Context: an optimization exercise on an open-source flow, tuned for small area. The choices shown serve that exercise and are no tape-out recipe.
At most, simulation tests tie the RTL to the original design; equivalence was not proved.
For run 2, only the layout was checked, not whether the RTL still works.
No activity file was given, so power comes from the tool's default toggle rates. No driver is modelled on the clock port, so clocking that relies on it looks cheaper here than on a real chip.

## flow/design.v

```verilog
module data_mem_responder (
    input  logic        clk,
    input  logic        rst,
    input  logic        MEM_R_EN,
    input  logic        MEM_W_EN,
    input  logic [31:0] address,
    input  logic [31:0] writeData,
    output logic [31:0] readData,
    output logic        ready,
    output logic        err
);
    localparam int NR = 13;
    logic       req, legal, is_load, is_store;
    logic [5:0] w;
    logic       hi, r12;
    logic [3:0] ring_sel;
    logic [2:0] slot;
    assign req      = MEM_R_EN | MEM_W_EN;
    assign legal    = (address[31:8] == 24'h4) && (address[1:0] == 2'b00) && !(MEM_R_EN && MEM_W_EN);
    assign is_load  = MEM_R_EN & ~MEM_W_EN;
    assign is_store = MEM_W_EN & ~MEM_R_EN;
    assign w        = address[7:2];
    assign hi       = w[5] & w[4];
    assign r12      = hi & w[3] & w[2];
    assign ring_sel = hi ? w[3:0] : w[5:2];
    assign slot     = (hi & ~r12) ? 3'd4 : {1'b0, w[1:0]};
    logic [2:0] ph5;
    logic [1:0] ph4;
    logic [2:0] sw;        
    logic       match;
    logic       sw_done;
    always_ff @(posedge clk) begin
        if (rst) begin
            ph5 <= 3'd0;
            ph4 <= 2'd0;
            sw  <= 3'd4;
        end else begin
            ph5 <= (ph5 == 3'd4) ? 3'd0 : ph5 + 3'd1;
            ph4 <= ph4 + 2'd1;
            if (sw != 3'd0) sw <= sw - 3'd1;
        end
    end
    assign match   = r12 ? (ph4 == slot[1:0]) : (ph5 == slot);
    assign sw_done = (sw == 3'd0);
    logic [32:0] tap [NR];
    logic        wr;
    assign wr = is_store & legal & match & ~rst;
    for (genvar g = 0; g < NR; g++) begin : g_ring
        localparam int L = (g == NR - 1) ? 4 : 5;
        logic [33*L-1:0] q;
        logic            hit, ins;
        logic            v_in;
        if (g == NR - 1) begin : g_hit12
            assign hit = r12;
        end else begin : g_hit
            assign hit = (ring_sel == 4'(g));
        end
        assign ins  = wr & hit;
        assign tap[g] = q[33*L-1 -: 33];
        assign v_in = ins | (tap[g][32] & sw_done & ~rst);
        always_ff @(posedge clk) begin
            q[32:0] <= {v_in, ins ? writeData : tap[g][31:0]};
            for (int k = 1; k < L; k++) begin
                q[33*k +: 33] <= q[33*(k-1) +: 33];
            end
        end
    end
    logic [32:0] tap_sel;
    always_comb begin
        case (ring_sel)
            4'd0:    tap_sel = tap[0];
            4'd1:    tap_sel = tap[1];
            4'd2:    tap_sel = tap[2];
            4'd3:    tap_sel = tap[3];
            4'd4:    tap_sel = tap[4];
            4'd5:    tap_sel = tap[5];
            4'd6:    tap_sel = tap[6];
            4'd7:    tap_sel = tap[7];
            4'd8:    tap_sel = tap[8];
            4'd9:    tap_sel = tap[9];
            4'd10:   tap_sel = tap[10];
            4'd11:   tap_sel = tap[11];
            default: tap_sel = tap[12];
        endcase
    end
    logic [31:0] cap_d, x_d;
    logic        cap_v, x_v;
    logic [31:0] read_hold;
    logic [2:0]  cnt;
    logic        done, take, ok;
    assign x_d = match ? tap_sel[31:0] : cap_d;
    assign x_v = match ? (tap_sel[32] & sw_done) : cap_v;
    always_ff @(posedge clk) begin
        cap_d <= x_d;
        cap_v <= x_v;
    end
    always_ff @(posedge clk) begin
        if (rst) begin
            cnt <= 3'd0;
        end else if (cnt == 3'd4) begin
            cnt <= 3'd0;
        end else if (cnt != 3'd0 || req) begin
            cnt <= cnt + 3'd1;
        end
    end
    assign done = (cnt == 3'd4);
    assign take = (done & is_load) | rst;
    assign ok   = legal & x_v & ~rst;
    assign readData = take ? (x_d & {32{ok}}) : read_hold;
    always_ff @(posedge clk) begin
        read_hold <= readData;
    end
    assign ready = done | ((cnt == 3'd0) & ~req);
    assign err   = done & ~legal;
endmodule
```

## flow/config.mk

```make
export PLATFORM = sky130hd
export DESIGN_NAME = data_mem_responder
export DESIGN_NICKNAME = data_mem_responder
export VERILOG_FILES = /design/flow/design.v
export SDC_FILE = /design/flow/constraint.sdc
export NUM_CORES = 4
export LEC_CHECK = 0
export CAP_MARGIN = 20
export CORE_MARGIN = 2
export CORE_UTILIZATION = 40
export SLEW_MARGIN = 20
```

## flow/run.sh

```bash
#!/bin/bash
# synth_recipe.tcl (not shown) runs the flow's synth.tcl, then flattens the netlist and writes it again
# the make line also repeats each setting of config.mk as NAME=value (left out here)
make -C /OpenROAD-flow-scripts/flow DESIGN_CONFIG=/design/flow/config.mk WORK_HOME=/design/flow/orfs CLKGATE_MAP_FILE= SYNTH_SCRIPT=/design/flow/synth_recipe.tcl finish
```

## flow/constraint.sdc

```tcl
create_clock -name core_clock -period 8.0 [get_ports {clk}]
set_input_delay 1.6000 -clock core_clock [delete_from_list [all_inputs] [get_ports {clk}]]
set_output_delay 1.6000 -clock core_clock [all_outputs]
set_load 0.01 [all_outputs]
```

==> qor.log, run 1 <==
qor: worst_setup_path.crit_family buffers and inverters
qor: worst_setup_path.crit-reg2reg-launch ph5[0]
qor: detailed_routing.dr_total_vias 25,257
qor: synthesis.synth_sequential_area_ratio 82.0%
qor: floorplan.floorplan.die.width 370 microns
qor: worst_setup_path.cp.depth 10
qor: finish.n_antenna_cell 0
qor: synthesis.synth_top_area_cell dfxtp_1
qor: sta.finalSetupViolCount 0
qor: detailed_routing.first_iter_violations 1,808
qor: worst_setup_path.path_buf_inv 5
qor: worst_setup_path.timing.critical_path.mode_cell buf_4
qor: clock_network.cts_inserted_buffers 193
qor: sta.achievable-frequency 133 MHz
qor: worst_setup_path.cp.arrival 5910 ps
qor: power_and_ir_drop.powerDensity 325 nW/um^2
qor: floorplan.initial_utilization 40.2%
qor: power_and_ir_drop.netSwitchingPower 0.00416 W
qor: grt.maximum_number_of_pins_on_one_net_before_global_route_repair 34
qor: synthesis.synthesized_flop_and_latch_total 2,188
qor: worst_setup_path.crit_slowest_cell clkdlybuf4s50_1
qor: worst_setup_path.max_stage_delay 940 ps
qor: worst_setup_path.worst_ep_required_time 6400 ps
qor: hold_path.min_path_type flip-flop to flip-flop
qor: placement.place_hpwl 65.1 mm
qor: floorplan.floorplan.die_area 137,000 sq um
qor: power_and_ir_drop.p_int 0.0164 W
qor: finish.nets 3,714
qor: clock_network.ctsHtreeMaxLevel 4
qor: power_and_ir_drop.p_seq_share 53.2%
qor: finish.drive_above_1_share 14.5%
qor: sta.hold-worst-slack 303 ps
qor: power_and_ir_drop.combinational_share_of_power 1.6%
qor: worst_setup_path.setup.worst_path.end readData[13]
qor: clock_network.postCtsResizedCells 0
qor: grt.global_route.usage.total 16.5%
qor: floorplan.die_y 370 microns
qor: grt.globalRoute.totalOverflow 0
qor: sta.finalClockSkew 27.3 ps
qor: outcome.run_status finished clean
qor: synthesis.mappedNetlistNets 3,509
qor: placement.dpl_worst_slack 525 ps
qor: sta.hold_viol 0
qor: worst_setup_path.setup.worst_path.end_class output port
qor: power_and_ir_drop.switching_share 20.2%
qor: finish.layout-area-overhead-vs-synth 18.3%
qor: worst_setup_path.critPathLaunchType primary input
qor: sta.final.setup.tns 0 ps
qor: clock_network.worst_setup_hold_path_clk_slew 70 ps
qor: sta.worst_slew_pin_slew 1050 ps
qor: power_and_ir_drop.worst_ir_drop_vdd 0.000215 V
qor: finish.fin_cells 5,567
qor: grt.grt_first_pass_wirelength 166 mm
qor: synthesis.most_instantiated_library_cell_after_synthesis dfxtp_1
qor: placement.gp_routability_congestion 0.779
qor: worst_setup_path.ff2ff_path_depth 9
qor: sta.final_period_minus_worst_setup_slack 7510 ps
qor: detailed_routing.postRouteWirelength 113 mm
qor: worst_setup_path.critPathMaxFanout 21
qor: floorplan.io_pins 102
qor: worst_setup_path.worst_case_register_to_register_setup_slack 4230 ps
qor: sta.layout_worst_path_cycle_share 93.9%
qor: worst_setup_path.crit_type primary input to output port
qor: clock_network.post_cts.repair.setup_buffers 0
qor: grt.initial_antenna_violation_count 7
qor: synthesis.syn-mean-instance-area 15.6 sq um
qor: synthesis.synth_top_cells_by_area dfxtp_1, mux2_1, mux2_2
qor: clock_network.cts.hold.buffers_added 0
qor: power_and_ir_drop.power.clock.fraction 45.2%
qor: floorplan.row_count 134
qor: clock_network.clock-sinks 2,188
qor: sta.final.setup.worst_slack 490 ps
qor: clock_network.clock_insertion_delay_worst_skew 800 ps
qor: worst_setup_path.timing.rr.end g_ring[3].q[6]
qor: worst_setup_path.worst_setup_path_startpoint address[5]
qor: detailed_routing.wire_per_inst 20.3 microns
qor: sta.rsz0062_at_grt false
qor: placement.port-buffer-count 101
qor: placement.placed_cells_incl_taps 5,213
qor: synthesis.synthesis.yosys.warnings 2
qor: flow_run.timing.max_cap.violations 0
qor: detailed_routing.number_of_nets_still_failing_antenna_checks_after_routing 0
qor: clock_network.cts.path.max_buffers 3
qor: synthesis.post_synth_instance_area 53,400 sq um
qor: detailed_routing.via_per_inst 4.54
qor: clock_network.cts_root_buf clkbuf_16
qor: synthesis.yosys_most_used_dff dfxtp_1
qor: sta.worst_slew_margin_rel 29.4%
qor: power_and_ir_drop.p_leak 25.8 nW
qor: detailed_routing.drt_pass1_iterations 5
qor: floorplan.coreArea 133,000 sq um
qor: synthesis.ys_types 59
qor: synthesis.asyncSetResetFlopFracSynth 0%
qor: synthesis.synth_enable_flop_cells 0
qor: synthesis.ys_top_cells_by_count dfxtp_1, mux2_1, nand2_1
qor: sta.final_max_slew_viol_count 0
qor: synthesis.yosysTopAreaCellShare 82.0%
qor: clock_network.tritoncts yes
qor: synthesis.syn-instance-count 3,435
qor: finish.final_util 47.5%
qor: worst_setup_path.path_cells clkdlybuf4s50_1, buf_4, nand4_1, nand4_1, o221a_4, buf_4, a32o_2, buf_4, a22o_1, clkdlybuf4s50_1
qor: grt.vias_in_the_first_global_route 24,989
qor: detailed_routing.remaining_drcs 0
[worst min path at each step]
stage                     cells past startpoint               from           endpoint
after floorplan                               0    g_ring[0].q[67]   g_ring[0].q[100]
after global placement                        0   g_ring[3].q[123]   g_ring[3].q[156]
after detailed placement                      0  g_ring[10].q[100]  g_ring[10].q[133]
after CTS                                     0    g_ring[3].q[18]    g_ring[3].q[51]
after global routing                          0   g_ring[6].q[112]   g_ring[6].q[145]
final                                         0    g_ring[8].q[42]    g_ring[8].q[75]
[registers in the layout, summed over array words and instances (netlist names)]
signal / cells
cap_v: 1
ph5: 3
cnt: 3
sw: 3
cap_d: 32
g_ring.q: 2112
read_hold: 32
ph4: 2
[placed cells by master (no fill, tap or decap), types with 6 or more instances in the layout]
master,instances
bufinv_16,13
mux2_2,128
clkdlybuf4s50_1,101
a22oi_1,122
clkinv_2,42
o31ai_1,19
clkbuf_8,47
buf_4,59
clkinvlp_4,7
nor4_1,6
nor3_1,16
a222oi_1,32
nand2_2,13
a22o_1,44
nand3_1,26
clkbuf_1,33
o22ai_1,7
ha_1,6
nand2b_1,8
mux2_1,290
nor2_1,54
a21oi_1,23
inv_1,12
nand4_1,27
inv_6,7
dfxtp_1,2188
a221oi_1,12
o21ai_0,27
nand2_1,128
clkbuf_16,196
nand3b_1,9
[cells by family after synthesis]
| logic type | Yosys count | synth area share, % |
|---|---|---|
| AO/OA/AOI/OAI | 323 | 4.60 |
| XOR/XNOR | 6 | 0.0983 |
| adder cells (fa/ha/maj) | 6 | 0.140 |
| buffers and inverters | 164 | 1.35 |
| flip-flops | 2188 | 82.0 |
| multiplexers | 423 | 8.90 |
| AND/OR/NAND/NOR | 325 | 2.95 |
[power by group through the flow]
stage          registers (W)  clock network (W)  logic [W]
4_1_cts               0.0109            0.00950   0.000327
3_5_place_dp          0.0112                  0   0.000325
3_3_place_gp          0.0112                  0   0.000321
5_1_grt               0.0109            0.00994   0.000350
6_report              0.0109            0.00930   0.000325
2_1_floorplan         0.0112                  0   0.000163
[stage by stage]
| step | instance area [sq um] | power (W) |
|---|---|---|
| 6_report | 63200 | 0.0206 |
| 5_1_grt | 63200 | 0.0212 |
| 3_5_place_dp | 56700 | 0.0115 |
| 4_1_cts | 63200 | 0.0208 |
| 3_3_place_gp | 56700 | 0.0115 |
| 2_1_floorplan | 53400 | 0.0113 |
[per-layer routing]
layer	vias up	track usage, %	part of all wire, %
met5	-	0	0.027
li1	12118	-	-
met1	12289	23.3	49
met3	202	3.56	5.2
met4	6	6.06	2.6
met2	642	24.9	44
[layout make-up]
type,instances,area [sq um]
Clock inverter,78,846
Tap cell,1768,2210
Clock buffer,276,5680
Multi-Input combinational cell,1083,9150
Timing Repair Buffer,162,1490
Inverter,12,45.0
Sequential cell,2188,43800
Fill cell,11243,69700
==> run 2, diff against run 1 <==
--- a/flow/design.v
+++ b/flow/design.v
@@ -43,12 +43,12 @@
     assign match   = r12 ? (ph4 == slot[1:0]) : (ph5 == slot);
     assign sw_done = (sw == 3'd0);
-    logic [32:0] tap [NR];
-    logic        wr;
-    assign wr = is_store & legal & match & ~rst;
+    logic [31:0] tap [NR];
+    logic        wr, clr;
+    assign wr  = is_store & legal & match & ~rst;
+    assign clr = rst | ~sw_done;
     for (genvar g = 0; g < NR; g++) begin : g_ring
         localparam int L = (g == NR - 1) ? 4 : 5;
-        logic [33*L-1:0] q;
-        logic            hit, ins;
-        logic            v_in;
+        logic [32*L-1:0] q;
+        logic            hit, ins, keep;
         if (g == NR - 1) begin : g_hit12
             assign hit = r12;
@@ -56,15 +56,17 @@
             assign hit = (ring_sel == 4'(g));
         end
-        assign ins  = wr & hit;
-        assign tap[g] = q[33*L-1 -: 33];
-        assign v_in = ins | (tap[g][32] & sw_done & ~rst);
+        assign ins    = wr & hit;
+        assign keep   = ~ins & ~clr;
+        assign tap[g] = q[32*L-1 -: 32];
+        logic [31:0] q_in;
+        dm_ins u_ins (.s1(ins), .a(writeData), .s2(keep), .b(tap[g]), .y(q_in));
         always_ff @(posedge clk) begin
-            q[32:0] <= {v_in, ins ? writeData : tap[g][31:0]};
+            q[31:0] <= q_in;
             for (int k = 1; k < L; k++) begin
-                q[33*k +: 33] <= q[33*(k-1) +: 33];
+                q[32*k +: 32] <= q[32*(k-1) +: 32];
             end
         end
     end
-    logic [32:0] tap_sel;
+    logic [31:0] tap_sel;
     always_comb begin
         case (ring_sel)
@@ -89,6 +91,6 @@
     logic [2:0]  cnt;
     logic        done, take, ok;
-    assign x_d = match ? tap_sel[31:0] : cap_d;
-    assign x_v = match ? (tap_sel[32] & sw_done) : cap_v;
+    assign x_d = match ? tap_sel : cap_d;
+    assign x_v = match ? sw_done : cap_v;
     always_ff @(posedge clk) begin
         cap_d <= x_d;
@@ -114,2 +116,11 @@
     assign err   = done & ~legal;
 endmodule
+module dm_ins (
+    input  logic        s1,
+    input  logic [31:0] a,
+    input  logic        s2,
+    input  logic [31:0] b,
+    output logic [31:0] y
+);
+    assign y = ({32{s1}} & a) | ({32{s2}} & b);
+endmodule
==> flow/flow/run.sh (new file) <==
#!/bin/bash
# Standard ORFS flow; CTS without dummy loads, port buffers of the smallest buffer.
set -euo pipefail
export CTS_ARGS="-sink_clustering_enable -repair_clock_nets -dont_use_dummy_load"
export BUFFER_PORTS_ARGS="-buffer_cell sky130_fd_sc_hd__buf_1"
bash standard.sh > standard_flow.log 2>&1
==> flow/standard.sh (new file) <==
#!/bin/bash
# synth_recipe.tcl (not shown) runs the flow's synth.tcl, then flattens the netlist and writes it again
# the make line also repeats each setting of config.mk as NAME=value (left out here)
make -C /OpenROAD-flow-scripts/flow DESIGN_CONFIG=/design/flow/config.mk WORK_HOME=/design/flow/orfs CLKGATE_MAP_FILE= SYNTH_SCRIPT=/design/flow/synth_recipe.tcl "${@:-finish}"
--- a/flow/config.mk
+++ b/flow/config.mk
@@ -10,2 +10,3 @@
 export CORE_UTILIZATION = 40
 export SLEW_MARGIN = 20
+export SYNTH_HIERARCHICAL = 1
removed: flow/run.sh
==> qor.log, run 2 <==
qor: finish.largest_reg_by_ff_count g_ring.q
qor: sta.layout_worst_path_cycle_share 83.1% [-11 points]
qor: flow_run.timing.max_cap.violations 0 [unchanged]
qor: clock_network.post_cts.repair.setup_buffers 0 [unchanged]
qor: finish.layout-area-overhead-vs-synth 13.1%
qor: synthesis.yosys_most_used_dff dfxtp_1
qor: synthesis.ys_top_cells_by_count dfxtp_1, a22o_1, a22oi_1
qor: finish.max_ffs_per_register 2,048 [-3.0%]
qor: floorplan.floorplan.die_area 132,000 sq um [-3.1%]
qor: placement.place_hpwl 78.9 mm [+21%]
qor: synthesis.synth_sequential_area_ratio 82.1% [+0.15 points]
qor: synthesis.syn-mean-instance-area 15.4 sq um [-0.73%]
qor: worst_setup_path.critPathLaunchType primary input
qor: grt.grt_first_pass_wirelength 185 mm [+12%]
qor: outcome.run_status finished clean
qor: synthesis.synth_enable_flop_cells 0 [unchanged]
qor: synthesis.most_instantiated_library_cell_after_synthesis dfxtp_1
qor: worst_setup_path.cp.arrival 5050 ps [-860 ps]
qor: placement.dpl_worst_slack 1520 ps [+996 ps]
qor: power_and_ir_drop.p_seq_share 56.8% [+3.6 points]
qor: power_and_ir_drop.power.clock.fraction 39.6% [-5.6 points]
qor: finish.largestRegisters g_ring.q x2048, cap_d x32, read_hold x32
qor: grt.globalRoute.totalOverflow 0 [unchanged]
qor: grt.vias_in_the_first_global_route 25,972 [+3.9%]
qor: finish.most-common-layout-cells dfxtp_1, a22o_1, clkbuf_16
qor: floorplan.initial_utilization 40.2% [-0.048 points]
qor: power_and_ir_drop.p_int 0.0148 W [-9.9%]
qor: synthesis.synthesis.yosys.warnings 9 [+7]
qor: grt.global_route.usage.total 19.6% [+3.1 points]
qor: synthesis.post_synth_instance_area 51,800 sq um [-3.1%]
qor: clock_network.cts_inserted_buffers 185 [-4.1%]
qor: finish.final_util 45.4% [-2.1 points]
qor: detailed_routing.via_per_inst 5.09 [+12%]
qor: clock_network.cts.hold.buffers_added 0 [unchanged]
qor: sta.worst_slew_margin_rel 15.1% [-14 points]
qor: floorplan.floorplan.die.width 364 microns [-1.5%]
qor: detailed_routing.postRouteWirelength 132 mm [+16%]
qor: hold_path.min_path_type flip-flop to flip-flop
qor: synthesis.syn-instance-count 3,353 [-2.4%]
qor: detailed_routing.first_iter_violations 2,633 [+46%]
qor: sta.hold_viol 0 [unchanged]
qor: clock_network.worst_setup_hold_path_clk_slew 60 ps [about the same]
qor: clock_network.postCtsResizedCells 0 [unchanged]
qor: power_and_ir_drop.worst_ir_drop_vdd 0.000226 V [+4.9%]
qor: worst_setup_path.critPathMaxFanout 18 [-14%]
qor: finish.layout.cells.most_common dfxtp_1
qor: sta.rsz0062_at_grt false
qor: placement.gp_routability_congestion 0.876 [+13%]
qor: sta.final_max_slew_viol_count 0 [unchanged]
qor: detailed_routing.remaining_drcs 0 [unchanged]
qor: placement.placed_cells_incl_taps 5,122 [-1.7%]
qor: detailed_routing.number_of_nets_still_failing_antenna_checks_after_routing 0 [unchanged]
qor: floorplan.die_y 364 microns [-1.5%]
qor: power_and_ir_drop.netSwitchingPower 0.00398 W [-4.5%]
qor: grt.initial_antenna_violation_count 8 [+1]
qor: sta.finalClockSkew 90.6 ps [+63.3 ps]
qor: floorplan.coreArea 129,000 sq um [-3.0%]
qor: sta.final.setup.worst_slack 1350 ps [+863 ps]
qor: placement.port-buffer-count 101 [unchanged]
qor: finish.nets 3,641 [-2.0%]
qor: power_and_ir_drop.combinational_share_of_power 3.6% [+2.0 points]
qor: placement.dpl_cell_area 54,000 sq um [-4.8%]
qor: synthesis.mappedNetlistNets 3,427 [-2.3%]
qor: sta.final_period_minus_worst_setup_slack 6650 ps [-863 ps]
qor: synthesis.synth_top_area_cell dfxtp_1
qor: finish.final_design_area_no_fill 58,600 sq um [-7.3%]
qor: sta.worst_slew_pin_slew 1260 ps [+216 ps]
qor: finish.fin_cells 5,309 [-4.6%]
qor: floorplan.row_count 132 [-1.5%]
qor: detailed_routing.dr_total_vias 27,041 [+7.1%]
qor: clock_network.clock-sinks 2,124 [-2.9%]
qor: power_and_ir_drop.powerDensity 320 nW/um^2 [-1.6%]
qor: finish.drive_above_1_share 9.82% [-4.6 points]
qor: synthesis.synth_top_cells_by_area dfxtp_1, a22o_1, buf_6
qor: synthesis.ys_types 67 [+14%]
qor: synthesis.asyncSetResetFlopFracSynth 0% [unchanged]
qor: grt.maximum_number_of_pins_on_one_net_before_global_route_repair 33 [-2.9%]
qor: synthesis.synthesized_flop_and_latch_total 2,124 [-2.9%]
qor: detailed_routing.drt_pass1_iterations 6 [+1]
qor: synthesis.yosysTopAreaCellShare 82.1% [+0.15 points]
qor: sta.achievable-frequency 150 MHz [+13%]
qor: detailed_routing.wire_per_inst 24.8 microns [+22%]
qor: power_and_ir_drop.switching_share 21.2% [+0.95 points]
qor: power_and_ir_drop.p_leak 22.7 nW [-12%]
qor: worst_setup_path.worst_ep_required_time 6400 ps [about the same]
qor: worst_setup_path.setup.worst_path.end_class output port
qor: clock_network.tritoncts yes
qor: worst_setup_path.crit_type primary input to output port
qor: clock_network.clock_insertion_delay_worst_skew 820 ps [+20 ps]
qor: floorplan.io_pins 102 [unchanged]
qor: clock_network.ctsHtreeMaxLevel 4 [unchanged]
qor: sta.finalSetupViolCount 0 [unchanged]
qor: clock_network.cts_root_buf clkbuf_16
qor: sta.final.setup.tns 0 ps [unchanged]
qor: clock_network.cts.path.max_buffers 3 [unchanged]
## run 2: kinds of logic (layout without fill, tap and decap cells)
kind of cell | count (synthesis) | count (layout) | synth area share [%]
fa+ha+maj | 6 | 6 | 0.145
simple gates | 289 | 289 | 2.89
flops | 2124 | 2124 | 82.1
mux | 13 | 13 | 0.254
compound gates | 751 | 751 | 12.0
buf+inv | 163 | 375 | 2.46
xor+xnor | 7 | 7 | 0.118
other cells | 0 | 2 | 0
## run 2: path summary, 6_finish.rpt
check	from	endpoint	slack, ps	depth (start not counted)
max	address[2]	readData[24]	1350	10
min	g_ring[1].q[33]	g_ring[1].q[65]	270	0
max reg2reg	ph5[0]	g_ring[2].q[31]	3650	10
min reg2reg	g_ring[1].q[33]	g_ring[1].q[65]	270	0
## run 2: power groups by stage
stage	sequential [W]	clock (W)	combinational [W]
2_1_floorplan	0.0109	0	0.000339
3_3_place_gp	0.0109	0	0.000657
3_5_place_dp	0.0109	0	0.000663
4_1_cts	0.0106	0.00757	0.000665
5_1_grt	0.0106	0.00796	0.000694
6_report	0.0106	0.00744	0.000677
## run 2: final cells by class
type | instances | area, sq um
diodes | 2 | 5.00
clock buffers | 185 | 4630
fillers | 11263 | 70400
inverters | 12 | 45.0
multi-input cells | 1066 | 8250
flip-flops and latches | 2124 | 42500
well taps | 1742 | 2180
repair buffers | 178 | 962
## run 2: routing by layer
layer | track usage, % | up-vias | share of wire (%)
met3 | 4.86 | 295 | 7.9
met2 | 29.0 | 1128 | 43
met5 | 0 | - | 0.041
met1 | 27.3 | 13474 | 46
met4 | 8.24 | 10 | 3.8
li1 | - | 12134 | -
## run 2: modules after synthesis, one instance, submodules excluded
module	cell area (sq um)	flip-flops and latches
dm_ins	350	0
data_mem_responder	47200	2124
## run 2: per-stage QoR
| stage | hold WS [ps] | power (W) |
|---|---|---|
| after floorplan | 310 | 0.0112 |
| after global routing | 270 | 0.0193 |
| after global placement | 310 | 0.0115 |
| after detailed placement | 312 | 0.0115 |
| final | 269 | 0.0188 |
| after CTS | 266 | 0.0189 |
## run 2: worst max-delay path, cell delays in order
cell and delay [ps]:
buf_1 600, nand4b_1 310, a21oi_4 920, buf_4 370, a22oi_1 90, nand2_1 120, nor4_1 80, a211oi_1 550
a22o_1 230, buf_1 160
==> run 3, diff against run 2 <==
--- a/flow/design.v
+++ b/flow/design.v
@@ -27,5 +27,5 @@
     logic [2:0] ph5;
     logic [1:0] ph4;
-    logic [2:0] sw;        
+    logic       sweep;     
     logic       match;
     logic       sw_done;
@@ -34,13 +34,13 @@
             ph5 <= 3'd0;
             ph4 <= 2'd0;
-            sw  <= 3'd4;
+            sweep <= 1'b1;
         end else begin
             ph5 <= (ph5 == 3'd4) ? 3'd0 : ph5 + 3'd1;
             ph4 <= ph4 + 2'd1;
-            if (sw != 3'd0) sw <= sw - 3'd1;
+            if (ph5 == 3'd4) sweep <= 1'b0;
         end
     end
     assign match   = r12 ? (ph4 == slot[1:0]) : (ph5 == slot);
-    assign sw_done = (sw == 3'd0);
+    assign sw_done = ~sweep;
     logic [31:0] tap [NR];
     logic        wr, clr;
@@ -68,28 +68,22 @@
         end
     end
-    logic [31:0] tap_sel;
-    always_comb begin
-        case (ring_sel)
-            4'd0:    tap_sel = tap[0];
-            4'd1:    tap_sel = tap[1];
-            4'd2:    tap_sel = tap[2];
-            4'd3:    tap_sel = tap[3];
-            4'd4:    tap_sel = tap[4];
-            4'd5:    tap_sel = tap[5];
-            4'd6:    tap_sel = tap[6];
-            4'd7:    tap_sel = tap[7];
-            4'd8:    tap_sel = tap[8];
-            4'd9:    tap_sel = tap[9];
-            4'd10:   tap_sel = tap[10];
-            4'd11:   tap_sel = tap[11];
-            default: tap_sel = tap[12];
-        endcase
+    logic [NR-1:0] rsel;
+    logic [31:0]   cap_d, x_d;
+    logic          cap_v, x_v;
+    logic [31:0]   read_hold;
+    logic [2:0]    cnt;
+    logic          done, take, ok;
+    for (genvar g = 0; g < NR; g++) begin : g_rsel
+        assign rsel[g] = g_ring[g].hit & match;
     end
-    logic [31:0] cap_d, x_d;
-    logic        cap_v, x_v;
-    logic [31:0] read_hold;
-    logic [2:0]  cnt;
-    logic        done, take, ok;
-    assign x_d = match ? tap_sel : cap_d;
+    dm_rd u_rd (
+        .sel (rsel),
+        .d0 (tap[0]),  .d1 (tap[1]),  .d2 (tap[2]),  .d3 (tap[3]),
+        .d4 (tap[4]),  .d5 (tap[5]),  .d6 (tap[6]),  .d7 (tap[7]),
+        .d8 (tap[8]),  .d9 (tap[9]),  .d10(tap[10]), .d11(tap[11]),
+        .d12(tap[12]),
+        .selc(~match), .c(cap_d),
+        .y  (x_d)
+    );
     assign x_v = match ? sw_done : cap_v;
     always_ff @(posedge clk) begin
@@ -109,5 +103,5 @@
     assign take = (done & is_load) | rst;
     assign ok   = legal & x_v & ~rst;
-    assign readData = take ? (x_d & {32{ok}}) : read_hold;
+    dm_ins u_out (.s1(take & ok), .a(x_d), .s2(~take), .b(read_hold), .y(readData));
     always_ff @(posedge clk) begin
         read_hold <= readData;
@@ -125,2 +119,37 @@
     assign y = ({32{s1}} & a) | ({32{s2}} & b);
 endmodule
+module dm_rd (
+    input  logic [12:0] sel,
+    input  logic [31:0] d0, d1, d2, d3, d4, d5, d6, d7, d8, d9, d10, d11, d12,
+    input  logic        selc,
+    input  logic [31:0] c,
+    output logic [31:0] y
+);
+    logic [31:0] n0, n1, n2, n3, m;
+    dm_aoi222 u_a0 (.s0(sel[0]), .a0(d0), .s1(sel[1]),  .a1(d1),  .s2(sel[2]),  .a2(d2),  .y(n0));
+    dm_aoi222 u_a1 (.s0(sel[3]), .a0(d3), .s1(sel[4]),  .a1(d4),  .s2(sel[5]),  .a2(d5),  .y(n1));
+    dm_aoi222 u_a2 (.s0(sel[6]), .a0(d6), .s1(sel[7]),  .a1(d7),  .s2(sel[8]),  .a2(d8),  .y(n2));
+    dm_aoi222 u_a3 (.s0(sel[9]), .a0(d9), .s1(sel[10]), .a1(d10), .s2(sel[11]), .a2(d11), .y(n3));
+    dm_nand4  u_n  (.a(n0), .b(n1), .c(n2), .d(n3), .y(m));
+    dm_ao221  u_o  (.s0(sel[12]), .a0(d12), .s1(selc), .a1(c), .b(m), .y(y));
+endmodule
+module dm_aoi222 (
+    input  logic        s0, s1, s2,
+    input  logic [31:0] a0, a1, a2,
+    output logic [31:0] y
+);
+    assign y = ~(({32{s0}} & a0) | ({32{s1}} & a1) | ({32{s2}} & a2));
+endmodule
+module dm_nand4 (
+    input  logic [31:0] a, b, c, d,
+    output logic [31:0] y
+);
+    assign y = ~(a & b & c & d);
+endmodule
+module dm_ao221 (
+    input  logic        s0, s1,
+    input  logic [31:0] a0, a1, b,
+    output logic [31:0] y
+);
+    assign y = ({32{s0}} & a0) | ({32{s1}} & a1) | b;
+endmodule
==> flow/flow/run.sh (replaced) <==
#!/bin/bash
# Standard ORFS flow; CTS without dummy loads, port buffers of the smallest buffer.
set -euo pipefail
export CTS_ARGS="-sink_clustering_enable -repair_clock_nets -dont_use_dummy_load -sink_clustering_size 30 -sink_clustering_max_diameter 80"
export BUFFER_PORTS_ARGS="-buffer_cell sky130_fd_sc_hd__buf_1"
bash standard.sh > standard_flow.log 2>&1
--- a/flow/config.mk
+++ b/flow/config.mk
@@ -6,7 +6,7 @@
 export NUM_CORES = 4
 export LEC_CHECK = 0
-export CAP_MARGIN = 20
+export CAP_MARGIN = 0
 export CORE_MARGIN = 2
 export CORE_UTILIZATION = 40
-export SLEW_MARGIN = 20
+export SLEW_MARGIN = 0
 export SYNTH_HIERARCHICAL = 1
==> qor.log, run 3 <==
qor: finish.drive_above_1_share 6.47% [-3.3 points]
qor: synthesis.yosysTopAreaCellShare 84.0% [+1.9 points]
qor: synthesis.post_synth_instance_area 50,600 sq um [-2.4%]
qor: sta.layout_worst_path_cycle_share 91.3% [+8.2 points]
qor: placement.place_hpwl 63.2 mm [-20%]
qor: worst_setup_path.critPathMaxFanout 18 [unchanged]
qor: worst_setup_path.crit-reg2reg-launch ph5[2]
qor: grt.maximum_number_of_pins_on_one_net_before_global_route_repair 34 [+3.0%]
qor: clock_network.clock-sinks 2,122 [-0.094%]
qor: finish.final_util 43.3% [-2.1 points]
qor: worst_setup_path.worst_ep_required_time 6400 ps [about the same]
qor: synthesis.synth_enable_flop_cells 0 [unchanged]
qor: synthesis.ys_types 44 [-34%]
qor: grt.initial_antenna_violation_count 1 [-7]
qor: sta.final.setup.tns 0 ps [unchanged]
qor: finish.nets 3,228 [-11%]
qor: clock_network.worst_setup_hold_path_clk_slew 100 ps [+40 ps]
qor: synthesis.most_instantiated_library_cell_after_synthesis dfxtp_1
qor: synthesis.synth_top_cells_by_area dfxtp_1, a22o_1, buf_6
qor: sta.worst_slew_pin_slew 1110 ps [-159 ps]
qor: finish.n_antenna_cell 0 [-2]
qor: synthesis.synth_sequential_area_ratio 84.0% [+1.9 points]
qor: clock_network.cts_inserted_buffers 85 [-54%]
qor: power_and_ir_drop.p_leak 20.5 nW [-9.4%]
qor: outcome.run_status finished clean
qor: finish.most-common-layout-cells dfxtp_1, a22o_1, a222oi_1
qor: grt.global_route.usage.total 16.6% [-3.0 points]
qor: sta.final_max_slew_viol_count 0 [unchanged]
qor: grt.globalRoute.totalOverflow 0 [unchanged]
qor: synthesis.asyncSetResetFlopFracSynth 0% [unchanged]
qor: detailed_routing.wire_per_inst 22.7 microns [-8.3%]
qor: clock_network.postCtsResizedCells 0 [unchanged]
qor: clock_network.ctsHtreeMaxLevel 3 [-1]
qor: floorplan.floorplan.die_area 129,000 sq um [-2.4%]
qor: finish.layout-area-overhead-vs-synth 7.55%
qor: worst_setup_path.timing.critical_path.mode_cell buf_1
qor: clock_network.clock_insertion_delay_worst_skew 670 ps [-150 ps]
qor: finish.layout.cells.most_common dfxtp_1
qor: detailed_routing.first_iter_violations 2,713 [+3.0%]
qor: sta.final_period_minus_worst_setup_slack 7300 ps [+657 ps]
qor: synthesis.syn-instance-count 3,059 [-8.8%]
qor: clock_network.post_cts.repair.setup_buffers 0 [unchanged]
qor: synthesis.synthesized_flop_and_latch_total 2,122 [-0.094%]
qor: floorplan.die_y 360 microns [-1.2%]
qor: worst_setup_path.crit_type primary input to output port
qor: floorplan.floorplan.die.width 360 microns [-1.2%]
qor: finish.largest_reg_by_ff_count g_ring.q
qor: worst_setup_path.worst_setup_path_startpoint address[6]
qor: clock_network.cts.path.max_buffers 3 [unchanged]
qor: placement.gp_routability_congestion 0.809 [-7.7%]
qor: floorplan.row_count 130 [-1.5%]
qor: detailed_routing.number_of_nets_still_failing_antenna_checks_after_routing 0 [unchanged]
qor: placement.port-buffer-count 101 [unchanged]
qor: grt.grt_first_pass_wirelength 159 mm [-14%]
qor: synthesis.yosys_most_used_dff dfxtp_1
qor: sta.finalSetupViolCount 0 [unchanged]
qor: power_and_ir_drop.powerDensity 287 nW/um^2 [-10%]
qor: sta.finalClockSkew 77.1 ps [-13.5 ps]
qor: sta.worst_slew_margin_rel 24.2% [+9.1 points]
qor: synthesis.ys_top_cells_by_count dfxtp_1, a22o_1, a222oi_1
qor: floorplan.coreArea 126,000 sq um [-2.7%]
qor: detailed_routing.dr_total_vias 23,798 [-12%]
qor: worst_setup_path.path_cells buf_1, and2_4, a21boi_4, nor2_1, or3_1, nor2_4, buf_4, a222oi_1, nand4_1, a221o_1, a22o_1, buf_1
qor: synthesis.synth_top_area_cell dfxtp_1
qor: hold_path.min_path_type flip-flop to flip-flop
qor: worst_setup_path.crit_slowest_cell or3_1
qor: worst_setup_path.max_stage_delay 730 ps [-190 ps]
qor: worst_setup_path.crit_family simple AND/OR/NAND/NOR gates
qor: synthesis.synthesis.yosys.warnings 9 [unchanged]
qor: worst_setup_path.setup.worst_path.end_class output port
qor: synthesis.syn-mean-instance-area 16.5 sq um [+7.0%]
qor: sta.hold_viol 0 [unchanged]
qor: finish.largestRegisters g_ring.q x2048, cap_d x32, read_hold x32
qor: hold_path.hold_start g_ring[1].q[98]
qor: clock_network.cts_root_buf clkbuf_16
qor: worst_setup_path.critPathLaunchType primary input
qor: detailed_routing.remaining_drcs 0 [unchanged]
qor: floorplan.initial_utilization 40.3% [+0.11 points]
qor: sta.achievable-frequency 137 MHz [-9.0%]
qor: power_and_ir_drop.worst_ir_drop_vdd 0.000195 V [-14%]
qor: clock_network.tritoncts yes
qor: worst_setup_path.path_buf_inv 3 [unchanged]
qor: clock_network.cts.hold.buffers_added 0 [unchanged]
qor: synthesis.mappedNetlistNets 3,131 [-8.6%]
qor: detailed_routing.drt_pass1_iterations 6 [unchanged]
qor: detailed_routing.via_per_inst 4.95 [-2.7%]
qor: finish.max_ffs_per_register 2,048 [unchanged]
qor: grt.vias_in_the_first_global_route 22,769 [-12%]
qor: flow_run.timing.max_cap.violations 0 [unchanged]
qor: sta.rsz0062_at_grt false
qor: floorplan.io_pins 102 [unchanged]
qor: detailed_routing.postRouteWirelength 109 mm [-17%]
qor: worst_setup_path.cp.arrival 5700 ps [+650 ps]
## run 3: logic make-up after synthesis
family / after synthesis / share of synthesized area (%)
AOI/OAI and AO/OA: 637 / 11.4
xor gates and xnor gates: 5 / 0.0866
adders and majority gates: 4 / 0.0990
buffers and inverters: 142 / 2.82
DFF: 2122 / 84.0
muxes: 1 / 0.0198
and+or+nand+nor: 148 / 1.56
## run 3: Yosys stat by module (local to each module, per instance), excerpt
| module | flip-flops and latches | cell area (sq um) | cells inside | copies in the design |
|---|---|---|---|---|
| dm_nand4 | 0 | 200 | 32 | 1 |
| dm_ao221 | 0 | 389 | 38 | 1 |
| dm_aoi222 | 0 | 403 | 41 | 4 |
| data_mem_responder | 2122 | 43400 | 2293 | 1 |
| dm_ins | 0 | 350 | 38 | 14 |
## run 3: worst register-to-register path, delay by kind of cell (launching register included)
kind,cells,cell delay [ps]
compound gates,6,1870
simple gates,3,1370
buf+inv,1,340
flops,1,420
## run 3: layout make-up
| class | instances | area (sq um) |
|---|---|---|
| clock buffer | 85 | 2130 |
| fill | 11097 | 71200 |
| inverter | 7 | 26.3 |
| multi-input combinational | 795 | 6960 |
| sequential | 2122 | 42500 |
| tap | 1650 | 2060 |
| timing repair buffer | 145 | 709 |
## run 3: power breakdown
| group | internal, W | switching (W) |
|---|---|---|
| Clock | 0.00192 | 0.00292 |
| Combinational | 0.0000398 | 0.000166 |
| Sequential | 0.0106 | 0.00000738 |
| Total | 0.0125 | 0.00309 |
## run 3: worst paths after layout
check | endpoint | slack (ps) | cells after the start
setup / recovery | readData[17] | 700 | 12
hold / removal | g_ring[1].q[130] | 250 | 0
setup reg to reg | read_hold[17] | 3900 | 10
hold reg to reg | g_ring[1].q[130] | 250 | 0
## run 3: through the flow
step / setup slack (ps) / cell area [sq um] / total power (W) / instances / hold slack (ps)
3_3_place_gp: 881 / 52200 / 0.0110 / 4719 / 310
2_1_floorplan: 2390 / 50600 / 0.0109 / 3059 / 310
3_5_place_dp: 785 / 52200 / 0.0110 / 4719 / 312
4_1_cts: 787 / 54400 / 0.0157 / 4804 / 249
6_report: 696 / 54400 / 0.0156 / 4804 / 247
5_1_grt: 476 / 54400 / 0.0162 / 4804 / 253
## run 3: routing by layer
layer  up-vias  global-route usage (%)  share of wire, %  wire [microns]
met5         -                       0             0.018              20
met4         2                    4.02               1.8            1930
met3       122                    2.78               6.9            7550
met2       781                    23.8                41           44800
met1     11906                    25.7                50           54900
li1      10987                       -                 -               -
==> run 4, diff against run 3 <==
--- a/flow/design.v
+++ b/flow/design.v
@@ -27,5 +27,5 @@
     logic [2:0] ph5;
     logic [1:0] ph4;
-    logic       sweep;     
+    logic [2:0] sw;        
     logic       match;
     logic       sw_done;
@@ -34,13 +34,13 @@
             ph5 <= 3'd0;
             ph4 <= 2'd0;
-            sweep <= 1'b1;
+            sw  <= 3'd4;
         end else begin
             ph5 <= (ph5 == 3'd4) ? 3'd0 : ph5 + 3'd1;
             ph4 <= ph4 + 2'd1;
-            if (ph5 == 3'd4) sweep <= 1'b0;
+            if (sw != 3'd0) sw <= sw - 3'd1;
         end
     end
     assign match   = r12 ? (ph4 == slot[1:0]) : (ph5 == slot);
-    assign sw_done = ~sweep;
+    assign sw_done = (sw == 3'd0);
     logic [31:0] tap [NR];
     logic        wr, clr;
--- a/flow/config.mk
+++ b/flow/config.mk
@@ -6,7 +6,7 @@
 export NUM_CORES = 4
 export LEC_CHECK = 0
-export CAP_MARGIN = 0
+export CAP_MARGIN = 20
 export CORE_MARGIN = 2
 export CORE_UTILIZATION = 40
-export SLEW_MARGIN = 0
+export SLEW_MARGIN = 20
 export SYNTH_HIERARCHICAL = 1
==> qor.log, run 4 <==
qor: detailed_routing.remaining_drcs 0 [unchanged]
qor: synthesis.synthesis.yosys.warnings 9 [unchanged]
qor: clock_network.cts.path.max_buffers 3 [unchanged]
qor: hold_path.hold_start g_ring[12].q[30]
qor: finish.largestRegisters g_ring.q x2048, cap_d x32, read_hold x32
qor: power_and_ir_drop.power.clock.fraction 30.2% [-0.8 points]
qor: finish.largest_reg_by_ff_count g_ring.q
qor: power_and_ir_drop.p_leak 20.7 nW [+0.92%]
qor: floorplan.io_pins 102 [unchanged]
qor: hold_path.min_delay_worst_endpoint g_ring[12].q[62]
qor: grt.grt_busiest_layer met1
qor: finish.max_ffs_per_register 2,048 [unchanged]
qor: synthesis.yosysTopAreaCellShare 84.2% [+0.13 points]
qor: worst_setup_path.setup.worst_path.end_class output port
qor: detailed_routing.dr_total_vias 23,597 [-0.84%]
qor: clock_network.worst_setup_hold_path_clk_slew 110 ps [about the same]
qor: sta.final_period_minus_worst_setup_slack 7530 ps [+226 ps]
qor: detailed_routing.wire_per_inst 22.4 microns [-1.4%]
qor: clock_network.post_cts.repair.setup_buffers 0 [unchanged]
qor: synthesis.synthesized_flop_and_latch_total 2,124 [+0.094%]
qor: clock_network.ctsHtreeMaxLevel 3 [unchanged]
qor: finish.fill_cell_total_of_the_finished_layout 10,957 [-1.3%]
qor: finish.most-common-layout-cells dfxtp_1, a22o_1, a222oi_1
qor: detailed_routing.number_of_nets_still_failing_antenna_checks_after_routing 0 [unchanged]
qor: worst_setup_path.worst_case_register_to_register_setup_slack 3750 ps [-150 ps]
qor: synthesis.mappedNetlistNets 3,120 [-0.35%]
qor: synthesis.syn-instance-count 3,046 [-0.42%]
qor: placement.port-buffer-count 101 [unchanged]
qor: outcome.run_status finished clean
qor: grt.initial_antenna_violation_count 2 [+1]
qor: synthesis.most_instantiated_library_cell_after_synthesis dfxtp_1
qor: worst_setup_path.crit_type primary input to output port
qor: synthesis.post_synth_instance_area 50,500 sq um [about the same]
qor: sta.finalSetupViolCount 0 [unchanged]
qor: clock_network.postCtsResizedCells 0 [unchanged]
qor: worst_setup_path.crit-reg2reg-launch ph5[0]
qor: floorplan.die_y 359 microns [about the same]
qor: worst_setup_path.worst_ep_required_time 6400 ps [about the same]
qor: grt.global_route.usage.met2 23.6% [-0.25 points]
qor: worst_setup_path.ff2ff_path_depth 10 [unchanged]
qor: placement.gp_routability_congestion 0.760 [-6.1%]
qor: grt.global_route.usage.total 16.3% [-0.25 points]
qor: power_and_ir_drop.switching_share 21.1% [+1.3 points]
qor: detailed_routing.via_per_inst 4.91 [-0.89%]
qor: flow_run.timing.max_cap.violations 0 [unchanged]
qor: finish.layout-area-overhead-vs-synth 7.75%
qor: floorplan.floorplan.die_area 129,000 sq um [about the same]
qor: sta.layout_worst_path_cycle_share 94.1% [+2.8 points]
qor: grt.grt.met3_usage 2.28% [-0.50 points]
qor: power_and_ir_drop.powerDensity 292 nW/um^2 [+1.8%]
qor: clock_network.cts_inserted_buffers 84 [-1.2%]
qor: grt.met1_usage_in_global_routing 24.9% [-0.82 points]
qor: detailed_routing.postRouteWirelength 108 mm [-1.3%]
qor: clock_network.clock_insertion_delay_worst_skew 700 ps [+30 ps]
qor: synthesis.syn-mean-instance-area 16.6 sq um [+0.37%]
qor: sta.final_max_slew_viol_count 0 [unchanged]
qor: synthesis.synth_top_area_cell dfxtp_1
qor: grt.maximum_number_of_pins_on_one_net_before_global_route_repair 36 [+5.9%]
qor: finish.nets 3,232 [+0.12%]
qor: power_and_ir_drop.total_power_of_the_final_layout 0.0159 W [+2.0%]
qor: sta.worst_slew_margin_rel 24.6% [+0.44 points]
qor: detailed_routing.drt_pass1_iterations 6 [unchanged]
qor: grt.grt_first_pass_wirelength 156 mm [-1.6%]
qor: hold_path.min_path_type flip-flop to flip-flop
qor: power_and_ir_drop.worst_ir_drop_vdd 0.000178 V [-8.8%]
qor: synthesis.yosys_most_used_dff dfxtp_1
qor: grt.globalRoute.totalOverflow 0 [unchanged]
qor: worst_setup_path.cp.arrival 5930 ps [+230 ps]
qor: synthesis.ys_types 42 [-4.5%]
qor: floorplan.initial_utilization 40.3% [about the same]
qor: finish.drive_above_1_share 6.88% [+0.41 points]
qor: power_and_ir_drop.netSwitchingPower 0.00336 W [+8.7%]
qor: floorplan.coreArea 125,000 sq um [-0.13%]
qor: floorplan.row_count 130 [unchanged]
qor: sta.hold_viol 0 [unchanged]
qor: synthesis.ys_top_cells_by_count dfxtp_1, a22o_1, a222oi_1
qor: detailed_routing.first_iter_violations 2,573 [-5.2%]
qor: finish.n_antenna_cell 0 [unchanged]
qor: sta.finalClockSkew 97.2 ps [+20.1 ps]
qor: clock_network.clock-sinks 2,124 [+0.094%]
qor: clock_network.cts_root_buf clkbuf_16
qor: synthesis.synth_sequential_area_ratio 84.2% [+0.13 points]
qor: sta.achievable-frequency 133 MHz [-3.0%]
qor: placement.place_hpwl 62.6 mm [-0.97%]
qor: hold_path.min_delay_path_depth 0 [unchanged]
qor: sta.worst_slew_pin_slew 1120 ps [+18.8 ps]
qor: worst_setup_path.timing.rr.end read_hold[0]
qor: grt.vias_in_the_first_global_route 22,582 [-0.82%]
qor: worst_setup_path.critPathMaxFanout 35 [+17]
qor: synthesis.asyncSetResetFlopFracSynth 0% [unchanged]
qor: floorplan.floorplan.die.width 359 microns [about the same]
qor: power_and_ir_drop.p_int 0.0126 W [+0.30%]
qor: clock_network.tritoncts yes
qor: clock_network.cts.hold.buffers_added 0 [unchanged]
qor: synthesis.synth_top_cells_by_area dfxtp_1, a22o_1, buf_6
qor: synthesis.synth_enable_flop_cells 0 [unchanged]
qor: sta.final.setup.tns 0 ps [unchanged]
qor: power_and_ir_drop.p_seq_share 66.5% [-1.2 points]
qor: worst_setup_path.critPathLaunchType primary input
qor: sta.rsz0062_at_grt false
qor: finish.layout.cells.most_common dfxtp_1
qor: power_and_ir_drop.combinational_share_of_power 3.3% [+2.0 points]
## run 4: layout make-up
class / instances / area (sq um) / share of cell area [%]
clock buffer: 84 / 2100 / 3.86
inverter: 11 / 41.3 / 0.0758
multi-input combinational: 778 / 6900 / 12.7
sequential: 2124 / 42500 / 78.1
tap: 1650 / 2060 / 3.79
timing repair buffer: 159 / 815 / 1.50
## run 4: power groups by stage
stage	Sequential, W	Clock (W)	Combinational, W
final	0.0106	0.00480	0.000525
after global routing	0.0106	0.00530	0.000551
after CTS	0.0106	0.00494	0.000525
after detailed placement	0.0108	0	0.000526
after global placement	0.0108	0	0.000518
after floorplan	0.0108	0	0.000286
## run 4: stage by stage
stage,utilization (%),worst slack [ps],hold WS (ps),cell area (sq um),cells
final,43.4,469,280,54400,4806
after global routing,43.4,258,271,54400,4806
after CTS,43.4,535,281,54400,4806
after detailed placement,41.7,548,312,52300,4722
after global placement,41.7,692,310,52300,4721
after floorplan,-,2410,310,50500,3046
## run 4: kinds of logic after synthesis
group / after synthesis / share of synthesized area (%)
XOR/XNOR: 6 / 0.104
adder cells (fa/ha/maj): 6 / 0.149
multiplexers: 2 / 0.0421
AO/OA/AOI/OAI: 638 / 11.4
buffers and inverters: 144 / 2.82
AND/OR/NAND/NOR: 126 / 1.37
flip-flops: 2124 / 84.2
## run 4: how the worst max path moves through the flow
stage                     startpoint           to  slack (ps)  cells past startpoint
after floorplan           address[3]  readData[0]        2410                     12
after global placement    address[6]  readData[0]         690                     12
after detailed placement  address[6]  readData[0]         550                     12
after CTS                 address[6]  readData[0]         540                     12
after global routing      address[6]  readData[0]         260                     12
final                     address[6]  readData[0]         470                     12
## run 4: critical path, cell delays in order
cell      delay [ps]
buf_1            190
nand4_1          330
a21oi_1          290
a31o_4           640
or2_1            710
nor2_4           270
buf_4            360
a222oi_1         390
nand4_1          350
a221o_1          390
a22o_1           270
buf_1            130
## run 4: Yosys stat by module (local to each module, per instance), a selection
module	area (sq um)	copies in the design	flops+latches	cells inside
data_mem_responder	43400	1	2124	2280
dm_aoi222	403	4	0	41
dm_ao221	389	1	0	38
dm_ins	350	14	0	38
dm_nand4	200	1	0	32
## run 4: metal layers
layer	routed length, microns	share of wire (%)
met5	4	0.0037
met3	6350	5.9
met2	44500	41
met1	53800	50
met4	3080	2.9
==> run 5, diff against run 4 <==
--- a/flow/design.v
+++ b/flow/design.v
@@ -27,5 +27,5 @@
     logic [2:0] ph5;
     logic [1:0] ph4;
-    logic [2:0] sw;        
+    logic       sweep;     
     logic       match;
     logic       sw_done;
@@ -34,13 +34,13 @@
             ph5 <= 3'd0;
             ph4 <= 2'd0;
-            sw  <= 3'd4;
+            sweep <= 1'b1;
         end else begin
             ph5 <= (ph5 == 3'd4) ? 3'd0 : ph5 + 3'd1;
             ph4 <= ph4 + 2'd1;
-            if (sw != 3'd0) sw <= sw - 3'd1;
+            if (ph5 == 3'd4) sweep <= 1'b0;
         end
     end
     assign match   = r12 ? (ph4 == slot[1:0]) : (ph5 == slot);
-    assign sw_done = (sw == 3'd0);
+    assign sw_done = ~sweep;
     logic [31:0] tap [NR];
     logic        wr, clr;
==> flow/flow/run.sh (replaced) <==
#!/bin/bash
# Standard ORFS flow; CTS without dummy loads, port buffers of the smallest buffer.
set -euo pipefail
export CTS_ARGS="-sink_clustering_enable -repair_clock_nets -dont_use_dummy_load -sink_clustering_size 32 -sink_clustering_max_diameter 70"
export BUFFER_PORTS_ARGS="-buffer_cell sky130_fd_sc_hd__buf_1"
bash standard.sh > standard_flow.log 2>&1
--- a/flow/config.mk
+++ b/flow/config.mk
@@ -6,7 +6,8 @@
 export NUM_CORES = 4
 export LEC_CHECK = 0
-export CAP_MARGIN = 20
+export CAP_MARGIN = 0
 export CORE_MARGIN = 2
-export CORE_UTILIZATION = 40
-export SLEW_MARGIN = 20
+export CORE_UTILIZATION = 50
+export PLACE_DENSITY = 0.7
+export SLEW_MARGIN = 0
 export SYNTH_HIERARCHICAL = 1
==> qor.log, run 5 <==
qor: power_and_ir_drop.worst_ir_drop_vdd 0.000180 V [+0.99%]
qor: grt.global_route.usage.total 20.0% [+3.6 points]
qor: floorplan.io_pins 102 [unchanged]
qor: clock_network.cts.path.max_buffers 3 [unchanged]
qor: sta.final_period_minus_worst_setup_slack 7180 ps [-352 ps]
qor: outcome.run_status finished clean
qor: worst_setup_path.timing.rr.end read_hold[15]
qor: sta.layout_worst_path_cycle_share 89.7% [-4.4 points]
qor: clock_network.clock_insertion_delay_worst_skew 690 ps [about the same]
qor: detailed_routing.postRouteWirelength 104 mm [-3.3%]
qor: synthesis.post_synth_instance_area 50,600 sq um [about the same]
qor: detailed_routing.number_of_nets_still_failing_antenna_checks_after_routing 0 [unchanged]
qor: finish.max_ffs_per_register 2,048 [unchanged]
qor: clock_network.ctsHtreeMaxLevel 3 [unchanged]
qor: synthesis.synth_top_area_cell dfxtp_1
qor: synthesis.yosysTopAreaCellShare 84.0% [-0.13 points]
qor: clock_network.post_cts.repair.setup_buffers 0 [unchanged]
qor: clock_network.worst_setup_hold_path_clk_slew 100 ps [about the same]
qor: worst_setup_path.crit-reg2reg-launch ph5[2]
qor: finish.layout.cells.most_common dfxtp_1
qor: floorplan.die_y 322 microns [-10%]
qor: synthesis.syn-instance-count 3,059 [+0.43%]
qor: worst_setup_path.critPathLaunchType primary input
qor: synthesis.ys_top_cells_by_count dfxtp_1, a22o_1, a222oi_1
qor: synthesis.synth_sequential_area_ratio 84.0% [-0.13 points]
qor: sta.worst_slew_margin_rel 30.8% [+6.2 points]
qor: synthesis.synth_top_cells_by_area dfxtp_1, a22o_1, buf_6
qor: worst_setup_path.cp.arrival 5580 ps [-350 ps]
qor: synthesis.mappedNetlistNets 3,131 [+0.35%]
qor: detailed_routing.via_per_inst 5.37 [+9.4%]
qor: detailed_routing.remaining_drcs 0 [unchanged]
qor: hold_path.min_delay_worst_endpoint g_ring[0].q[141]
qor: worst_setup_path.setup.worst_path.end_class output port
qor: floorplan.floorplan.die.width 322 microns [-10%]
qor: synthesis.synthesis.yosys.warnings 9 [unchanged]
qor: grt.vias_in_the_first_global_route 23,039 [+2.0%]
qor: floorplan.row_count 116 [-11%]
qor: clock_network.clock-sinks 2,122 [-0.094%]
qor: sta.rsz0062_at_grt false
qor: detailed_routing.drt_pass1_iterations 7 [+1]
qor: sta.final_max_slew_viol_count 0 [unchanged]
qor: detailed_routing.first_iter_violations 2,715 [+5.5%]
qor: sta.finalClockSkew 87.9 ps [-9.29 ps]
qor: grt.grt_first_pass_wirelength 153 mm [-2.3%]
qor: flow_run.timing.max_cap.violations 0 [unchanged]
qor: hold_path.hold_start g_ring[0].q[109]
qor: clock_network.cts_inserted_buffers 83 [-1.2%]
qor: sta.hold_viol 0 [unchanged]
qor: detailed_routing.dr_total_vias 23,906 [+1.3%]
qor: worst_setup_path.crit_type primary input to output port
qor: finish.largest_reg_by_ff_count g_ring.q
qor: grt.maximum_number_of_pins_on_one_net_before_global_route_repair 35 [-2.8%]
qor: finish.n_antenna_cell 0 [unchanged]
qor: worst_setup_path.worst_case_register_to_register_setup_slack 4120 ps [+370 ps]
qor: placement.port-buffer-count 101 [unchanged]
qor: worst_setup_path.critPathMaxFanout 20 [-43%]
qor: finish.most-common-layout-cells dfxtp_1, a22o_1, a222oi_1
qor: synthesis.ys_types 44 [+4.8%]
qor: grt.initial_antenna_violation_count 5 [+3]
qor: finish.layout-area-overhead-vs-synth 6.67%
qor: clock_network.tritoncts yes
qor: finish.nets 3,227 [-0.15%]
qor: synthesis.asyncSetResetFlopFracSynth 0% [unchanged]
qor: finish.drive_above_1_share 6.44% [-0.44 points]
qor: sta.achievable-frequency 139 MHz [+4.9%]
qor: worst_setup_path.worst_ep_required_time 6400 ps [about the same]
qor: sta.final.setup.tns 0 ps [unchanged]
qor: synthesis.most_instantiated_library_cell_after_synthesis dfxtp_1
qor: finish.final_util 53.8% [+10 points]
qor: grt.globalRoute.totalOverflow 0 [unchanged]
qor: floorplan.coreArea 100,000 sq um [-20%]
qor: placement.gp_routability_congestion 0.797 [+4.9%]
qor: power_and_ir_drop.powerDensity 288 nW/um^2 [-1.5%]
qor: clock_network.cts.hold.buffers_added 0 [unchanged]
qor: hold_path.min_delay_path_depth 0 [unchanged]
qor: placement.place_hpwl 56.5 mm [-9.7%]
qor: synthesis.syn-mean-instance-area 16.5 sq um [-0.37%]
qor: hold_path.min_path_type flip-flop to flip-flop
qor: finish.largestRegisters g_ring.q x2048, cap_d x32, read_hold x32
qor: sta.hold-worst-slack 260 ps [-20.6 ps]
qor: floorplan.floorplan.die_area 104,000 sq um [-20%]
qor: synthesis.yosys_most_used_dff dfxtp_1
qor: power_and_ir_drop.p_leak 20.5 nW [-0.97%]
qor: sta.worst_slew_pin_slew 1010 ps [-115 ps]
qor: sta.finalSetupViolCount 0 [unchanged]
qor: worst_setup_path.ff2ff_path_depth 10 [unchanged]
qor: clock_network.cts_root_buf clkbuf_16
qor: synthesis.synthesized_flop_and_latch_total 2,122 [-0.094%]
qor: clock_network.postCtsResizedCells 0 [unchanged]
qor: synthesis.synth_enable_flop_cells 0 [unchanged]
qor: floorplan.initial_utilization 50.5% [+10 points]
qor: detailed_routing.wire_per_inst 23.4 microns [+4.4%]
-- run 5: changes by cell type in the layout (fill, tap and decap cells not counted), sizes merged, moves of 4 or more --
cell / previous run / this run
nand2: 6 / 11
inv: 11 / 7
o21ai: 1 / 5
a21oi: 22 / 9
nor3: 14 / 1
nor4: 5 / 18
buf: 159 / 146
a211oi: 1 / 5
nor2: 42 / 53
-- run 5: through the flow --
stage | total power [W] | instance area (sq um) | instances | setup slack, ps
finish | 0.0155 | 53900 | 4451 | 821
floorplan | 0.0109 | 50600 | 3059 | 2390
global route | 0.0160 | 53900 | 4451 | 646
global placement | 0.0110 | 51800 | 4368 | 1070
detailed placement | 0.0110 | 51800 | 4368 | 939
CTS | 0.0156 | 53900 | 4451 | 939
-- run 5: layout make-up --
class                   count  area [sq um]
repair buffers            146           754
well taps                1298          1620
flip-flops and latches   2122         42500
multi-input cells         795          6960
fillers                  7909         46200
inverters                   7          26.3
clock buffers              83          2080
-- run 5: logic make-up after synthesis --
| group | share of synthesized area, % |
|---|---|
| DFF | 84.0 |
| AOI/OAI and AO/OA | 11.4 |
| and+or+nand+nor | 1.56 |
| buffers and inverters | 2.82 |
| xor gates and xnor gates | 0.0866 |
| adders and majority gates | 0.0990 |
| muxes | 0.0198 |
-- run 5: routing by layer --
metal	vias to the layer above	global-route usage (%)	wire (microns)	part of all wire, %
met1	11882	30.9	51100	49
met4	0	6.14	2620	2.5
met3	182	3.04	7630	7.3
met2	860	28.6	42800	41
met5	-	0	0	0
li1	10982	-	-	-
-- run 5: worst max-delay path, stage by stage --
cell and delay [ps]:
buf_1 270, and2_4 280, a21boi_4 80, nor2_1 470, or3_1 700, nor2_4 350
buf_4 330, a222oi_1 500, nand4_1 260, a221o_1 330, a22o_1 240, buf_1 130
-- run 5: where the power goes --
part,leakage (nW),switching [W],internal [W]
registers,17.1,0.00000713,0.0106
clock network,1.02,0.00288,0.00187
logic,2.42,0.000164,0.0000402
-- run 5: modules after synthesis (local to each module, per instance), a selection --
module / cells / copies in the design / cell area [sq um]
dm_ins: 38 / 14 / 350
dm_nand4: 32 / 1 / 200
dm_ao221: 38 / 1 / 389
dm_aoi222: 41 / 4 / 403
data_mem_responder: 2293 / 1 / 43400
-- run 5: worst max-delay path by stage --
stage | start | end | slack (ps) | depth (start not counted)
final | address[7] | readData[15] | 820 | 12
after global routing | address[7] | readData[18] | 650 | 12
after CTS | address[7] | readData[18] | 940 | 12
after floorplan | address[7] | readData[10] | 2390 | 13
after detailed placement | address[7] | readData[18] | 940 | 12
after global placement | address[7] | readData[18] | 1070 | 12
==> run 6, diff against run 5 <==
==> flow/flow/run.sh (replaced) <==
#!/bin/bash
# Standard ORFS flow; CTS without dummy loads, port buffers of the smallest buffer.
set -euo pipefail
export CTS_ARGS="-sink_clustering_enable -repair_clock_nets -dont_use_dummy_load -sink_clustering_size 36 -sink_clustering_max_diameter 70"
export BUFFER_PORTS_ARGS="-buffer_cell sky130_fd_sc_hd__buf_1"
bash standard.sh > standard_flow.log 2>&1
==> qor.log, run 6 <==
qor: finish.most-common-layout-cells dfxtp_1, a22o_1, a222oi_1
qor: grt.initial_antenna_violation_count 5 [unchanged]
qor: sta.finalClockSkew 97.3 ps [+9.39 ps]
qor: placement.dpl_worst_slack 939 ps [unchanged]
qor: synthesis.synth_sequential_area_ratio 84.0% [unchanged]
qor: placement.place_hpwl 56.5 mm [unchanged]
qor: synthesis.synth_top_area_cell dfxtp_1
qor: clock_network.post_cts.repair.setup_buffers 0 [unchanged]
qor: floorplan.floorplan.die.width 322 microns [unchanged]
qor: grt.maximum_number_of_pins_on_one_net_before_global_route_repair 37 [+5.7%]
qor: clock_network.cts.hold.buffers_added 0 [unchanged]
qor: sta.final_period_minus_worst_setup_slack 7210 ps [+26.4 ps]
qor: sta.achievable-frequency 139 MHz [-0.37%]
qor: flow_run.timing.max_cap.violations 0 [unchanged]
qor: worst_setup_path.worst_case_register_to_register_setup_slack 4030 ps [-90 ps]
qor: power_and_ir_drop.powerDensity 286 nW/um^2 [-0.65%]
qor: finish.largest_reg_by_ff_count g_ring.q
qor: placement.gp_routability_congestion 0.797 [unchanged]
qor: clock_network.worst_setup_hold_path_clk_slew 120 ps [+20 ps]
qor: placement.dpl_cell_area 51,800 sq um [unchanged]
qor: worst_setup_path.critPathLaunchType primary input
qor: grt.grt_first_pass_wirelength 152 mm [-0.66%]
qor: power_and_ir_drop.worst_ir_drop_vdd 0.000159 V [-12%]
qor: clock_network.clock_insertion_delay_worst_skew 680 ps [about the same]
qor: synthesis.most_instantiated_library_cell_after_synthesis dfxtp_1
qor: detailed_routing.postRouteWirelength 104 mm [-0.59%]
qor: clock_network.cts.path.max_buffers 3 [unchanged]
qor: sta.final.setup.tns 0 ps [unchanged]
qor: finish.max_ffs_per_register 2,048 [unchanged]
qor: synthesis.synthesized_flop_and_latch_total 2,122 [unchanged]
qor: grt.met1_usage_in_global_routing 31.2% [+0.23 points]
qor: detailed_routing.drt_pass1_iterations 6 [-1]
qor: floorplan.coreArea 100,000 sq um [unchanged]
qor: worst_setup_path.critPathMaxFanout 20 [unchanged]
qor: worst_setup_path.crit-reg2reg-launch ph5[2]
qor: synthesis.asyncSetResetFlopFracSynth 0% [unchanged]
qor: synthesis.main_combinational_cell_family_by_area_after_synthesis compound AO/OA/AOI/OAI gates
qor: grt.grt_busiest_layer met1
qor: sta.final.setup.worst_slack 795 ps [-26.4 ps]
qor: clock_network.cts_inserted_buffers 78 [-6.0%]
qor: synthesis.synth_top_cells_by_area dfxtp_1, a22o_1, buf_6
qor: grt.vias_in_the_first_global_route 22,840 [-0.86%]
qor: outcome.run_status finished clean
qor: worst_setup_path.worst_ep_required_time 6400 ps [about the same]
qor: detailed_routing.via_per_inst 5.38 [+0.18%]
qor: worst_setup_path.timing.rr.end read_hold[15]
qor: synthesis.yosys_most_used_dff dfxtp_1
qor: synthesis.yosysTopAreaCellShare 84.0% [unchanged]
qor: grt.globalRoute.totalOverflow 0 [unchanged]
qor: finish.final_util 53.7% [-0.12 points]
qor: synthesis.synth_simple_gate_area_share 1.56% [unchanged]
qor: floorplan.row_count 116 [unchanged]
qor: synthesis.synth_fa_ha_area_share 0.0990% [unchanged]
qor: synthesis.mappedNetlistNets 3,131 [unchanged]
qor: synthesis.ys_top_cells_by_count dfxtp_1, a22o_1, a222oi_1
qor: detailed_routing.remaining_drcs 0 [unchanged]
qor: finish.nets 3,222 [-0.15%]
qor: sta.hold_viol 0 [unchanged]
qor: synthesis.synth_enable_flop_cells 0 [unchanged]
qor: finish.final_design_area_no_fill 53,800 sq um [-0.23%]
qor: clock_network.clock-sinks 2,122 [unchanged]
qor: floorplan.floorplan.die_area 104,000 sq um [unchanged]
qor: power_and_ir_drop.total_power_of_the_final_layout 0.0154 W [-0.88%]
qor: placement.port-buffer-count 101 [unchanged]
qor: sta.worst_slew_pin_slew 997 ps [-11.5 ps]
qor: synthesis.synthesis.yosys.warnings 9 [unchanged]
qor: clock_network.postCtsResizedCells 0 [unchanged]
qor: detailed_routing.number_of_nets_still_failing_antenna_checks_after_routing 0 [unchanged]
qor: synthesis.syn-mean-instance-area 16.5 sq um [unchanged]
qor: detailed_routing.first_iter_violations 2,725 [+0.37%]
qor: worst_setup_path.ff2ff_path_depth 10 [unchanged]
[run 6: metrics by stage]
step	hold slack (ps)	std cells
3_5_place_dp	312	4368
3_3_place_gp	310	4368
5_1_grt	254	4446
2_1_floorplan	310	3059
4_1_cts	258	4446
6_report	261	4446
[run 6: metal layers]
layer  vias up  wire (microns)
met5         -               0
met4         0            2810
met3       183            6960
met2       868           42400
met1     11909           51400
li1      10961               -
[run 6: worst min path at each step]
stage                     startpoint               end  slack, ps  depth (start not counted)
CTS                  g_ring[6].q[37]   g_ring[6].q[69]        260                          0
finish              g_ring[6].q[115]  g_ring[6].q[147]        260                          0
global route         g_ring[6].q[37]   g_ring[6].q[69]        250                          0
floorplan            g_ring[0].q[68]  g_ring[0].q[100]        310                          0
global placement    g_ring[11].q[19]  g_ring[11].q[51]        310                          0
detailed placement  g_ring[5].q[109]  g_ring[5].q[141]        310                          0
[run 6: report_power, final]
group,internal [W],total (W),switching (W),leakage [nW]
Sequential,0.0106,0.0106,0.00000709,17.1
Clock,0.00177,0.00461,0.00284,0.961
Combinational,0.0000402,0.000203,0.000163,2.42
Total,0.0124,0.0154,0.00301,20.5
[run 6: cells by family (layout without fill, tap and decap cells)]
family / after synthesis / in the layout
DFF: 2122 / 2122
buffers and inverters: 142 / 231
xor gates and xnor gates: 5 / 5
and+or+nand+nor: 148 / 148
adders and majority gates: 4 / 4
muxes: 1 / 1
AOI/OAI and AO/OA: 637 / 637
[run 6: area by class of cell]
type                            count  area, sq um  area share (%)
Sequential cell                  2122        42500            79.0
Multi-Input combinational cell    795         6960            12.9
Clock buffer                       78         1950            3.63
Tap cell                         1298         1620            3.02
Timing Repair Buffer              146          754            1.40
Inverter                            7         26.3          0.0488
[run 6: critical path, stage by stage]
cell and delay, ps:
buf_1 280, and2_4 280, a21boi_4 80, nor2_1 470, or3_1 690, nor2_4 350, buf_4 330, a222oi_1 500
nand4_1 280, a221o_1 340, a22o_1 240, buf_1 130
[run 6: Yosys stat by module, one instance, submodules excluded, a selection]
module / copies in the design / area [sq um] / cells / flip-flops and latches
dm_aoi222: 4 / 403 / 41 / 0
dm_ao221: 1 / 389 / 38 / 0
data_mem_responder: 1 / 43400 / 2293 / 2122
dm_ins: 14 / 350 / 38 / 0
dm_nand4: 1 / 200 / 32 / 0

## separate check: timing with driven ports
The flow's constraints put no driver on any port. The routed layouts listed below were extracted and timed again, unchanged, in two steps. Step 1, drivers: a clkbuf_16 drives clk and a buf_2 each remaining input, both assumed. Step 2 times the ports against the registers' clock, not the clock port: input delays grow and output delays shrink by t, the midpoint of the rising clock arrivals with the driver on. Three values: no drivers, after step 1, after step 2; two values: the first two.
| run | t (ns) | slack for setup (ns) |
|---|---|---|
| run 1 | 0.860 | 0.490 / 0.389 / 0.389 |
| run 2 | 0.843 | 1.353 / 1.317 / 1.317 |
| run 3 | 0.710 | 0.696 / 0.669 / 0.669 |
| run 4 | 0.720 | 0.469 / 0.445 / 0.445 |
| run 5 | 0.703 | 0.821 / 0.789 / 0.789 |
| run 6 | 0.706 | 0.795 / 0.763 / 0.763 |
After both steps setup and hold are still met in every run listed.
